This is an optimization exercise on Yosys and OpenROAD, whose aim is small area, a short achievable clock period and few clock cycles, not a production implementation. Only simulation tests tie the RTL to the original design; equivalence was not proved.

## flow/design.v (module list and top-level ports; edited modules follow where they fit)
// module mult: 67 lines
// module mult_sig: 2081 lines
// module fp_pow_int: 93 lines
module fp_pow_int #(
    parameter int unsigned NBITS = 8
) (
    input  logic             CLK,
    input  logic             RST,
    input  logic             start,
    input  logic [31:0]      X,
    input  logic [NBITS-1:0] N,
    output logic             busy,
    output logic             done,
    output logic [31:0]      result,
    output logic             overflow,
    output logic             underflow
);
  // ...
==> flow/run.sh <==
#!/bin/bash
# synth_recipe.tcl (not shown) runs the flow's synth.tcl, then flattens the netlist and writes it again
# the make line also repeats each setting of config.mk as NAME=value (left out here)
make -C /OpenROAD-flow-scripts/flow DESIGN_CONFIG=/design/flow/config.mk WORK_HOME=/design/flow/orfs CLKGATE_MAP_FILE= SYNTH_SCRIPT=/design/flow/synth_recipe.tcl finish
==> flow/config.mk <==
export PLATFORM = sky130hd
export DESIGN_NAME = fp_pow_int
export DESIGN_NICKNAME = fp_pow_int
export VERILOG_FILES = /design/flow/design.v
export SDC_FILE = /design/flow/constraint.sdc
export NUM_CORES = 4
export LEC_CHECK = 0
export CAP_MARGIN = 20
export CORE_MARGIN = 2
export CORE_UTILIZATION = 40
export SLEW_MARGIN = 20
==> flow/constraint.sdc <==
create_clock -name core_clock -period 14.0 [get_ports {CLK}]
set_input_delay 2.8000 -clock core_clock [delete_from_list [all_inputs] [get_ports {CLK}]]
set_output_delay 2.8000 -clock core_clock [all_outputs]
set_load 0.01 [all_outputs]
==> impl_summary.txt, run 1 <==
----------------------------------------------------
[Hold path]
  Startpoint of the worst hold path ... underflow$_DFFE_PN0P_
  Hold Path Depth ... 2
  Min-Delay Path Class ... reg -> reg

[Final layout]
  Clock buffer count ... 9
  Dominant kind of cell by area ... multi-input gates
  Proportion of layout cells with a drive suffix above 1 ... 5.12%
  Flip-flop and latch count ... 77
  Leading cell type in the layout, fill and taps excluded ... sky130_fd_sc_hd__inv_1
  Seq/total area ... under 10%

[Critical path]
  Most common cell on crit path ... sky130_fd_sc_hd__fa_1
  CP startpoint kind ... register
  Endpoint of the most critical setup path ... base[13]$_DFFE_PP_
  Critical-path cell with the highest stage delay ... sky130_fd_sc_hd__or4b_1
  CP Capture Type ... register
  Length in cells of the worst reg-to-reg path ... 46

[Route]
  DRC errors left ... 0
  Total wire length ... a little under 90 mm
  Routed wirelength normalized by instance count ... 24.0 µm
  Top routing layer in use ... met4
  Count of vias placed by the detailed router ... 21.2k

[Run status]
  Outcome ... finished clean

[Placed design]
  Worst Setup Slack post-DPL ... 0.637 ns

[Synthesis]
  Dominant cell type by area after synthesis ... sky130_fd_sc_hd__fa_1
  Adder and majority gate portion of the synthesized area ... 44.0%
  Most numerous cell types in the synthesized netlist ... sky130_fd_sc_hd__inv_1, sky130_fd_sc_hd__fa_1, sky130_fd_sc_hd__nand2_1, sky130_fd_sc_hd__and2_1, sky130_fd_sc_hd__nor2_1
  Mux cell area share after synthesis ... under 10%

[Timing]
  Measured slew at the worst slew-check pin ... around 1.1 ns
  Final total negative setup slack ... 0 ns
  Max Slew Vio Count ... 0
  Highest clock frequency the design can meet ... 75.5 MHz

[GRT]
  Global route hottest layer ... met2
  Met2 track demand over resource in global routing ... 47.3%
  Largest net degree at the start of global routing ... 43

[Clock tree]
  Clock network latency to the later pin of the worst-skew pair ... 0.34 ns
  Clk Tree Root Cell ... sky130_fd_sc_hd__clkbuf_16
  Post-cts hold buffer count ... 0
  TritonCTS clock tree ... done

[Die]
  Die ar. ... 0.0632 mm²
  Die height ... 251 µm

----------------------------------------------------
Testbench counts, summed over its fixed seeds: cycles 99,052.
==> module mult, before the edit <==
module mult (
    input  logic [31:0] a,
    input  logic [31:0] b,
    output logic [31:0] product,
    output logic        overflow,
    output logic        underflow,
    output logic        special
);
    logic               sign;
    logic               a_nan, a_inf, a_zero, b_nan, b_inf, b_zero;
    logic               in_nan, in_inf, in_zero;
    logic [47:0]        sa, sb, p, norm;
    logic [23:0]        mant;
    logic               rnd, stk;
    logic [24:0]        mant_r;
    logic [22:0]        frac;
    logic signed [10:0] exp_pre, exp_r;
    assign sign   = a[31] ^ b[31];
    assign a_nan  = (&a[30:23]) & (|a[22:0]);
    assign a_inf  = (&a[30:23]) & ~(|a[22:0]);
    assign a_zero = ~(|a[30:23]);
    assign b_nan  = (&b[30:23]) & (|b[22:0]);
    assign b_inf  = (&b[30:23]) & ~(|b[22:0]);
    assign b_zero = ~(|b[30:23]);
    assign in_nan  = a_nan | b_nan | (a_inf & b_zero) | (b_inf & a_zero);
    assign in_inf  = a_inf | b_inf;
    assign in_zero = a_zero | b_zero;
    mult_sig u_sig (
        .x  ({1'b1, a[22:0]}),
        .y  ({1'b1, b[22:0]}),
        .sa (sa),
        .sb (sb)
    );
    assign p       = sa + sb;
    assign norm    = p[47] ? p : {p[46:0], 1'b0};
    assign exp_pre = $signed({3'b000, a[30:23]}) + $signed({3'b000, b[30:23]})
                     - 11'sd127 + $signed({10'd0, p[47]});
    assign mant    = norm[47:24];
    assign rnd     = norm[23];
    assign stk     = |norm[22:0];
    assign mant_r  = {1'b0, mant} + {24'd0, rnd & (stk | mant[0])};
    assign exp_r   = exp_pre + $signed({10'd0, mant_r[24]});
    assign frac    = mant_r[24] ? mant_r[23:1] : mant_r[22:0];
    always_comb begin
        product   = '0;
        overflow  = 1'b0;
        underflow = 1'b0;
        if (in_nan) begin
            product = 32'h7FC0_0000;
        end else if (in_inf) begin
            product = {sign, 8'hFF, 23'd0};
        end else if (in_zero) begin
            product = {sign, 31'd0};
        end else begin
            if (exp_r >= 11'sd255) begin
                product  = {sign, 8'hFF, 23'd0};
                overflow = 1'b1;
            end else if (exp_r <= 11'sd0) begin
                product   = {sign, 31'd0};
                underflow = 1'b1;
            end else begin
                product = {sign, exp_r[7:0], frac};
            end
        end
    end
    assign special = in_nan | in_inf | in_zero | overflow | underflow;
endmodule
==> module fp_pow_int, before the edit <==
module fp_pow_int #(
    parameter int unsigned NBITS = 8
) (
    input  logic             CLK,
    input  logic             RST,
    input  logic             start,
    input  logic [31:0]      X,
    input  logic [NBITS-1:0] N,
    output logic             busy,
    output logic             done,
    output logic [31:0]      result,
    output logic             overflow,
    output logic             underflow
);
    logic [31:0]      acc, base;
    logic [NBITS-1:0] e;
    logic             acc_one;
    logic             do_mul;
    logic [31:0]      op_a, prod, x_canon;
    logic             p_ovf, p_unf, p_spec;
    logic [NBITS-1:0] e_sh, e_nxt;
    assign result = acc;
    always_comb begin
        if ((&X[30:23]) & (|X[22:0]))  x_canon = 32'h7FC0_0000;
        else if (~(|X[30:23]))         x_canon = {X[31], 31'd0};
        else                           x_canon = X;
    end
    assign do_mul = e[0] & ~acc_one;
    assign op_a   = do_mul ? acc : base;
    mult u_mult (
        .a         (op_a),
        .b         (base),
        .product   (prod),
        .overflow  (p_ovf),
        .underflow (p_unf),
        .special   (p_spec)
    );
    assign e_sh  = e >> 1;
    assign e_nxt = p_spec ? NBITS'(1) : e_sh;
    always_ff @(posedge CLK or negedge RST) begin
        if (!RST) begin
            acc       <= fp_pkg::FP_ZERO;
            busy      <= 1'b0;
            done      <= 1'b0;
            overflow  <= 1'b0;
            underflow <= 1'b0;
        end else begin
            done <= 1'b0;
            if (!busy && !done) begin
                if (start) begin
                    acc       <= N[0] ? x_canon : fp_pkg::FP_ONE;
                    overflow  <= 1'b0;
                    underflow <= 1'b0;
                    if ((N >> 1) == '0) done <= 1'b1;
                    else                 busy <= 1'b1;
                end
            end else if (busy) begin
                overflow  <= overflow | p_ovf;
                underflow <= underflow | p_unf;
                if (do_mul) begin
                    acc <= prod;
                    if (e_sh == '0) begin
                        busy <= 1'b0;
                        done <= 1'b1;
                    end
                end else if (acc_one && e_nxt[0]) begin
                    acc <= prod;
                    if ((e_nxt >> 1) == '0) begin
                        busy <= 1'b0;
                        done <= 1'b1;
                    end
                end
            end
        end
    end
    always_ff @(posedge CLK) begin
        if (!busy) begin
            base    <= x_canon;
            e       <= {N[NBITS-1:1], 1'b0};
            acc_one <= ~N[0];
        end else if (do_mul) begin
            e[0] <= 1'b0;
        end else begin
            base <= prod;
            if (acc_one && e_nxt[0]) begin
                e       <= {e_nxt[NBITS-1:1], 1'b0};
                acc_one <= 1'b0;
            end else begin
                e <= e_nxt;
            end
        end
    end
endmodule
==> run 2, diff against run 1 <==
--- a/flow/design.v
+++ b/flow/design.v
@@ -7,18 +7,14 @@
     input  logic [31:0] b,
     output logic [31:0] product,
     output logic        overflow,
-    output logic        underflow,
-    output logic        special
+    output logic        underflow
 );
     logic               sign;
     logic               a_nan, a_inf, a_zero, b_nan, b_inf, b_zero;
     logic               in_nan, in_inf, in_zero;
-    logic [47:0]        sa, sb, p, norm;
-    logic [23:0]        mant;
-    logic               rnd, stk;
-    logic [24:0]        mant_r;
+    logic [47:0]        sa, sb, p;
     logic [22:0]        frac;
-    logic signed [10:0] exp_pre, exp_r;
+    logic signed [10:0] exp_r;
     assign sign   = a[31] ^ b[31];
     assign a_nan  = (&a[30:23]) & (|a[22:0]);
     assign a_inf  = (&a[30:23]) & ~(|a[22:0]);
@@ -35,16 +31,37 @@
         .sa (sa),
         .sb (sb)
     );
-    assign p       = sa + sb;
-    assign norm    = p[47] ? p : {p[46:0], 1'b0};
-    assign exp_pre = $signed({3'b000, a[30:23]}) + $signed({3'b000, b[30:23]})
-                     - 11'sd127 + $signed({10'd0, p[47]});
-    assign mant    = norm[47:24];
-    assign rnd     = norm[23];
-    assign stk     = |norm[22:0];
-    assign mant_r  = {1'b0, mant} + {24'd0, rnd & (stk | mant[0])};
-    assign exp_r   = exp_pre + $signed({10'd0, mant_r[24]});
-    assign frac    = mant_r[24] ? mant_r[23:1] : mant_r[22:0];
+    assign p = sa + sb;
+    logic [23:0]        mant_a, mant_b, inc_a, inc_b;
+    logic               up_a, up_b, all1_a, all1_b, rovf_a, rovf_b;
+    logic               stk_a, stk_b;
+    logic [23:0]        rnd_a, rnd_b;
+    logic [1:0]         t;
+    logic signed [10:0] e0, e1, e2;
+    assign mant_a = p[47:24];
+    assign mant_b = p[46:23];
+    always_comb begin
+        for (int j = 0; j < 24; j++) begin
+            inc_a[j] = mant_a[j] ^ (&(mant_a | ~((24'd1 << j) - 24'd1)));
+            inc_b[j] = mant_b[j] ^ (&(mant_b | ~((24'd1 << j) - 24'd1)));
+        end
+    end
+    assign all1_a = &mant_a;
+    assign all1_b = &mant_b;
+    assign stk_b  = |p[21:0];
+    assign stk_a  = stk_b | p[22];
+    assign up_a   = p[23] & (stk_a | p[24]);
+    assign up_b   = p[22] & (stk_b | p[23]);
+    assign rovf_a = up_a & all1_a;
+    assign rovf_b = up_b & all1_b;
+    assign rnd_a  = up_a ? inc_a : mant_a;
+    assign rnd_b  = up_b ? inc_b : mant_b;
+    assign t      = p[47] ? {rovf_a, ~rovf_a} : {1'b0, rovf_b};
+    assign frac   = p[47] ? rnd_a[22:0] : rnd_b[22:0];
+    assign e0    = $signed({3'b000, a[30:23]}) + $signed({3'b000, b[30:23]}) - 11'sd127;
+    assign e1    = e0 + 11'sd1;
+    assign e2    = e0 + 11'sd2;
+    assign exp_r = t[1] ? e2 : (t[0] ? e1 : e0);
     always_comb begin
         product   = '0;
         overflow  = 1'b0;
@@ -67,7 +84,6 @@
             end
         end
     end
-    assign special = in_nan | in_inf | in_zero | overflow | underflow;
 endmodule
 module mult_sig (
     input  logic [23:0] x,
@@ -2164,31 +2180,43 @@
     output logic             overflow,
     output logic             underflow
 );
-    logic [31:0]      acc, base;
+    logic [31:0]      acc, base, opa;
     logic [NBITS-1:0] e;
     logic             acc_one;
-    logic             do_mul;
-    logic [31:0]      op_a, prod, x_canon;
-    logic             p_ovf, p_unf, p_spec;
-    logic [NBITS-1:0] e_sh, e_nxt;
+    logic             do_mul, to_mul;
+    logic [31:0]      prod, x_canon, fold;
+    logic             p_ovf, p_unf;
+    logic             b_pzero, b_pinf, b_nan, b_fixed;
+    logic             a_nan, a_inf, a_zero;
+    logic [NBITS-1:0] e_sh;
     assign result = acc;
     always_comb begin
         if ((&X[30:23]) & (|X[22:0]))  x_canon = 32'h7FC0_0000;
         else if (~(|X[30:23]))         x_canon = {X[31], 31'd0};
         else                           x_canon = X;
     end
-    assign do_mul = e[0] & ~acc_one;
-    assign op_a   = do_mul ? acc : base;
     mult u_mult (
-        .a         (op_a),
+        .a         (opa),
         .b         (base),
         .product   (prod),
         .overflow  (p_ovf),
-        .underflow (p_unf),
-        .special   (p_spec)
+        .underflow (p_unf)
     );
-    assign e_sh  = e >> 1;
-    assign e_nxt = p_spec ? NBITS'(1) : e_sh;
+    assign b_pzero = (base == 32'h0000_0000);
+    assign b_pinf  = (base == 32'h7F80_0000);
+    assign b_nan   = (base == 32'h7FC0_0000);
+    assign b_fixed = b_pzero | b_pinf | b_nan;
+    assign a_nan   = (&acc[30:23]) & (|acc[22:0]);
+    assign a_inf   = (&acc[30:23]) & ~(|acc[22:0]);
+    assign a_zero  = ~(|acc[30:23]);
+    always_comb begin
+        if (b_nan || a_nan || (b_pinf && a_zero) || (b_pzero && a_inf)) fold = 32'h7FC0_0000;
+        else if (b_pinf)                                                 fold = {acc[31], 8'hFF, 23'd0};
+        else                                                             fold = {acc[31], 31'd0};
+    end
+    assign do_mul = e[0] & ~acc_one;
+    assign e_sh   = e >> 1;
+    assign to_mul = e_sh[0] & ~acc_one;
     always_ff @(posedge CLK or negedge RST) begin
         if (!RST) begin
             acc       <= fp_pkg::FP_ZERO;
@@ -2207,19 +2235,25 @@
                     else                 busy <= 1'b1;
                 end
             end else if (busy) begin
-                overflow  <= overflow | p_ovf;
-                underflow <= underflow | p_unf;
-                if (do_mul) begin
-                    acc <= prod;
-                    if (e_sh == '0) begin
-                        busy <= 1'b0;
-                        done <= 1'b1;
-                    end
-                end else if (acc_one && e_nxt[0]) begin
-                    acc <= prod;
-                    if ((e_nxt >> 1) == '0) begin
-                        busy <= 1'b0;
-                        done <= 1'b1;
+                if (b_fixed) begin
+                    acc  <= acc_one ? base : fold;
+                    busy <= 1'b0;
+                    done <= 1'b1;
+                end else begin
+                    overflow  <= overflow | p_ovf;
+                    underflow <= underflow | p_unf;
+                    if (do_mul) begin
+                        acc <= prod;
+                        if (e_sh == '0) begin
+                            busy <= 1'b0;
+                            done <= 1'b1;
+                        end
+                    end else if (acc_one && e_sh[0]) begin
+                        acc <= prod;
+                        if ((e_sh >> 1) == '0) begin
+                            busy <= 1'b0;
+                            done <= 1'b1;
+                        end
                     end
                 end
             end
@@ -2228,17 +2262,20 @@
     always_ff @(posedge CLK) begin
         if (!busy) begin
             base    <= x_canon;
+            opa     <= x_canon;
             e       <= {N[NBITS-1:1], 1'b0};
             acc_one <= ~N[0];
         end else if (do_mul) begin
+            opa  <= base;
             e[0] <= 1'b0;
         end else begin
             base <= prod;
-            if (acc_one && e_nxt[0]) begin
-                e       <= {e_nxt[NBITS-1:1], 1'b0};
+            opa  <= to_mul ? acc : prod;
+            if (acc_one && e_sh[0]) begin
+                e       <= {e_sh[NBITS-1:1], 1'b0};
                 acc_one <= 1'b0;
             end else begin
-                e <= e_nxt;
+                e <= e_sh;
             end
         end
     end
==> impl_summary.txt, run 2 <==
----------------------------------------------------
[Timing]
  Final worst slack ... about 3.2 ns
  Final total negative setup slack ... 0 ns (unchanged)
  Max Slew Vio Count ... 0 (unchanged)
  Measured slew at the worst slew-check pin ... 1.22 ns (+0.169 ns)
  Skew final ... 0.0144 ns
  Final Hold Violating Endpoints ... 0
  Clock period minus final worst setup slack ... 10.76 ns
  Setup repair after global routing missed its margin ... no
  Highest clock frequency the design can meet ... 92.9 MHz (+23%)
  Final period util ... 76.9%
  Worst rel slew slack ... about 18%
  Endpoints failing setup ... 0

[Die]
  Die ar. ... 0.0669 mm² (+5.9%)
  Row count ... 93
  Die height ... 259 µm (+2.9%)
  Number of placed I/O pins ... 79
  Placeable Area ... around 0.064 mm²
  Starting utilization of the core area ... 40.4%
  Die width ... 259 µm

[Synthesis]
  Cell with the most instances after synthesis ... sky130_fd_sc_hd__inv_1
  Ranking of synthesized cells by area ... sky130_fd_sc_hd__fa_1, sky130_fd_sc_hd__and2_1, sky130_fd_sc_hd__inv_1, sky130_fd_sc_hd__nand2_1, sky130_fd_sc_hd__edfxtp_1
  Number of enable-type register cells in the synthesized netlist ... 40
  Most numerous cell types in the synthesized netlist ... sky130_fd_sc_hd__inv_1, sky130_fd_sc_hd__fa_1, sky130_fd_sc_hd__nand2_1, sky130_fd_sc_hd__and2_1, sky130_fd_sc_hd__nor2_1
  Average cell area after synthesis ... 8.57 µm²
  Asr flop ratio synth ... 33.0%
  Most used DFF post-synth ... sky130_fd_sc_hd__edfxtp_1
  Gate Count Post-Synth ... about 3.0k
  Flops & latches, synth ... 109
  Library cells used by synthesis ... between 90 and 100
  Dominant cell type by area after synthesis ... sky130_fd_sc_hd__fa_1
  Seq/Total Area, Yosys ... 10.7%
  Simple-gate share of the synthesized area ... 21.2%
  Area share of the leading cell type in the synthesized netlist ... 37.4%
  Post-Syn Nets ... 3650
  Synth Warn # ... 2
  Mux cell area share after synthesis ... 0.941% (-0.22 points)
  Synthesized-area fraction occupied by xor and xnor cells ... 2.13%
  Main combinational cell family by area after synthesis ... adder cells
  Cell Area, Synth ... 0.0259 mm²
  Synthesized-area fraction occupied by ao, oa, aoi and oai cells ... 12.7%
  Adder and majority gate portion of the synthesized area ... 42.0% (-2.0 points)

[Clock tree]
  Post-CTS resize count ... 0
  Level count of the clock H-tree ... 3
  Number of setup buffers added after CTS ... 0
  Clock network latency to the later pin of the worst-skew pair ... 0.37 ns (+0.03 ns)
  Clock transition at path regs ... 0.08 ns
  Maximum clock path buffer count ... 2
  TritonCTS sink count ... 109
  Post-cts hold buffer count ... 0 (unchanged)
  Number of buffers created by CTS ... 9
  Clk Tree Root Cell ... sky130_fd_sc_hd__clkbuf_16
  TritonCTS clock tree ... done

[Final layout]
  Total Nets Final ... between 3k and 4k
  Most frequent cells in the layout ... sky130_fd_sc_hd__inv_1, sky130_fd_sc_hd__fa_1, sky130_fd_sc_hd__nand2_1
  Proportion of layout cells with a drive suffix above 1 ... 4.06% (-1.1 points)
  Layout-stage area growth over the synthesis result ... 7.26%
  FF+latch area ... 0.00276 mm²
  Final core utilization ... 43.3%
  Fill cell count ... 6338
  Number of antenna diodes ... 0
  Combined area of the multi-input logic cells ... 0.0205 mm²
  Biggest registers after layout ... acc: 32 flops, base: 32 flops, opa: 32 flops
  Leading cell type in the layout, fill and taps excluded ... sky130_fd_sc_hd__inv_1

[Route]
  Avg Vias per Cell ... 5.79
  Count of vias placed by the detailed router ... 22.3k (+5.4%)
  Number of search-and-repair iterations in the first detailed-routing pass ... 8
  ANT nets after route ... 0
  Routed wirelength normalized by instance count ... 23.3 µm (-3.1%)
  Total wire length ... 89.9 mm (+0.76%)
  DRC errors left ... 0 (unchanged)
  Count of routing violations after the opening detailed-route iteration ... ~2.3k

[Critical path]
  Critical Path RT ... about 14 ns
  Critical-path cell with the highest stage delay ... sky130_fd_sc_hd__edfxtp_1
  Arrival time of the worst setup path ... 10.94 ns
  Worst setup path class ... reg -> reg
  Crit Path Max Fanout ... 59
  Dominant delay contributor by cell family on the critical path ... adder cells
  CP startpoint kind ... register
  Number of buffers and inverters on the critical path ... 5
  Most common cell on crit path ... sky130_fd_sc_hd__fa_1
  CP Capture Type ... register
  Stage delay of the slowest cell on the critical path ... 1.04 ns

[GRT]
  Vias in the first global route ... 23.6k
  Global router's overall resource usage ... 27.2%
  Number of antenna violations at the first check in global routing ... 1
  Largest net degree at the start of global routing ... 60 (+40%)
  Leftover overflow at the end of global routing ... 0
  First-pass GRT wire length ... 140 mm

[Placed design]
  Worst Setup Slack post-DPL ... 3.31 ns (+2.68 ns)
  Half-perimeter wire length of the detailed placement result ... 66.9 mm
  Number of buffers added on ports ... slightly below 80
  Weighted congestion reported at the end of routability-driven placement ... 0.934

[Run status]
  Outcome ... finished clean

[Run]
  Count of maximum capacitance violations ... 0

[Hold path]
  Min-Delay Path Class ... reg -> reg

----------------------------------------------------
run 2: cell count changes in the layout (fill, tap and decap cells not counted), sizes merged, moves of 24 or more:
| cell | delta |
|---|---|
| buf | -34 |
| and2 | +35 |
| dfxtp | +32 |
| o21a | -26 |
| o31ai | +33 |
| nand2 | -24 |
run 2: stage by stage:
step | hold WS, ns | std cells | area [µm²]
2_1_floorplan | 0.529 | 3027 | 25900
3_3_place_gp | 0.457 | 3844 | 27500
3_5_place_dp | 0.475 | 3844 | 27500
4_1_cts | 0.486 | 3860 | 27800
5_1_grt | 0.505 | 3860 | 27800
6_report | 0.485 | 3860 | 27800
run 2: metal layers:
layer / up-vias / GRT usage, % / routed length, µm
li1: 9663 / - / -
met1: 11400 / 37.4 / 37400
met2: 1101 / 43.7 / 41500
met3: 182 / 3.82 / 7390
met4: 0 / 10.3 / 3540
met5: - / 0 / 0
run 2: worst paths after layout:
kind                       cells past startpoint                   to  slack [ns]               start
min reg2reg                                    1      e[0]$_SDFF_PP0_        0.49     e[0]$_SDFF_PP0_
max reg2reg                                   28   base[12]$_DFFE_PP_        3.24  base[21]$_DFFE_PP_
max in group asynchronous                      1  acc[28]$_DFFE_PN0P_       10.84                 RST
min                                            1      e[0]$_SDFF_PP0_        0.49     e[0]$_SDFF_PP0_
min in group asynchronous                      1   acc[4]$_DFFE_PN0P_        2.56                 RST
max                                           28   base[12]$_DFFE_PP_        3.24  base[21]$_DFFE_PP_
run 2: final cells by class:
cell class                 count  area share (%)
clock buffer                   9           0.810
sequential                   109            9.94
tap                          855            3.85
multi-input combinational   2219            73.7
inverter                     525            7.09
timing repair buffer         136            4.35
clock inverter                 7           0.238
run 2: worst register-to-register path: cells and delay by family, from the launching register on:
kind	cells	cell delay, ns
AO/OA/AOI/OAI	7	2.74
XOR/XNOR	1	0.53
adder cells (fa/ha/maj)	8	3.85
buffers and inverters	5	0.27
flip-flops	1	1.04
multiplexers	1	0.27
AND/OR/NAND/NOR	6	1.88
run 2: cell families (layout without fill, tap and decap cells):
logic type / after synthesis / count (layout)
and+or+nand+nor: 1072 / 1072
muxes: 23 / 23
DFF: 109 / 109
adders and majority gates: 580 / 580
xor gates and xnor gates: 61 / 61
AOI/OAI and AO/OA: 483 / 483
buffers and inverters: 699 / 677
Testbench counts of run 2, summed over its fixed seeds: cycles 99,639.

re-timing with driven ports:
No port has a modelled driver above. Below, the same layouts with a new extraction and two added sets of constraints.
Step 1 assumes that a clkbuf_16 drives the clock port and a buf_2 every other input.
Step 2, shift: input delay + t, output delay - t, t = (earliest + latest rising clock arrival at the registers) / 2. This alone moves slack from input paths to output paths.
a / b / c = ideal / step 1 / step 2; a / b = the first two.
run | t (ns) | setup WS [ns] | slew at the worst register clock pin (ns)
run 1 | 0.378 | 0.762 / 0.762 / 0.762 | 0.07 / 0.07
run 2 | 0.409 | 3.237 / 3.237 / 3.237 | 0.09 / 0.09
After both steps setup and hold are still met in every run listed.
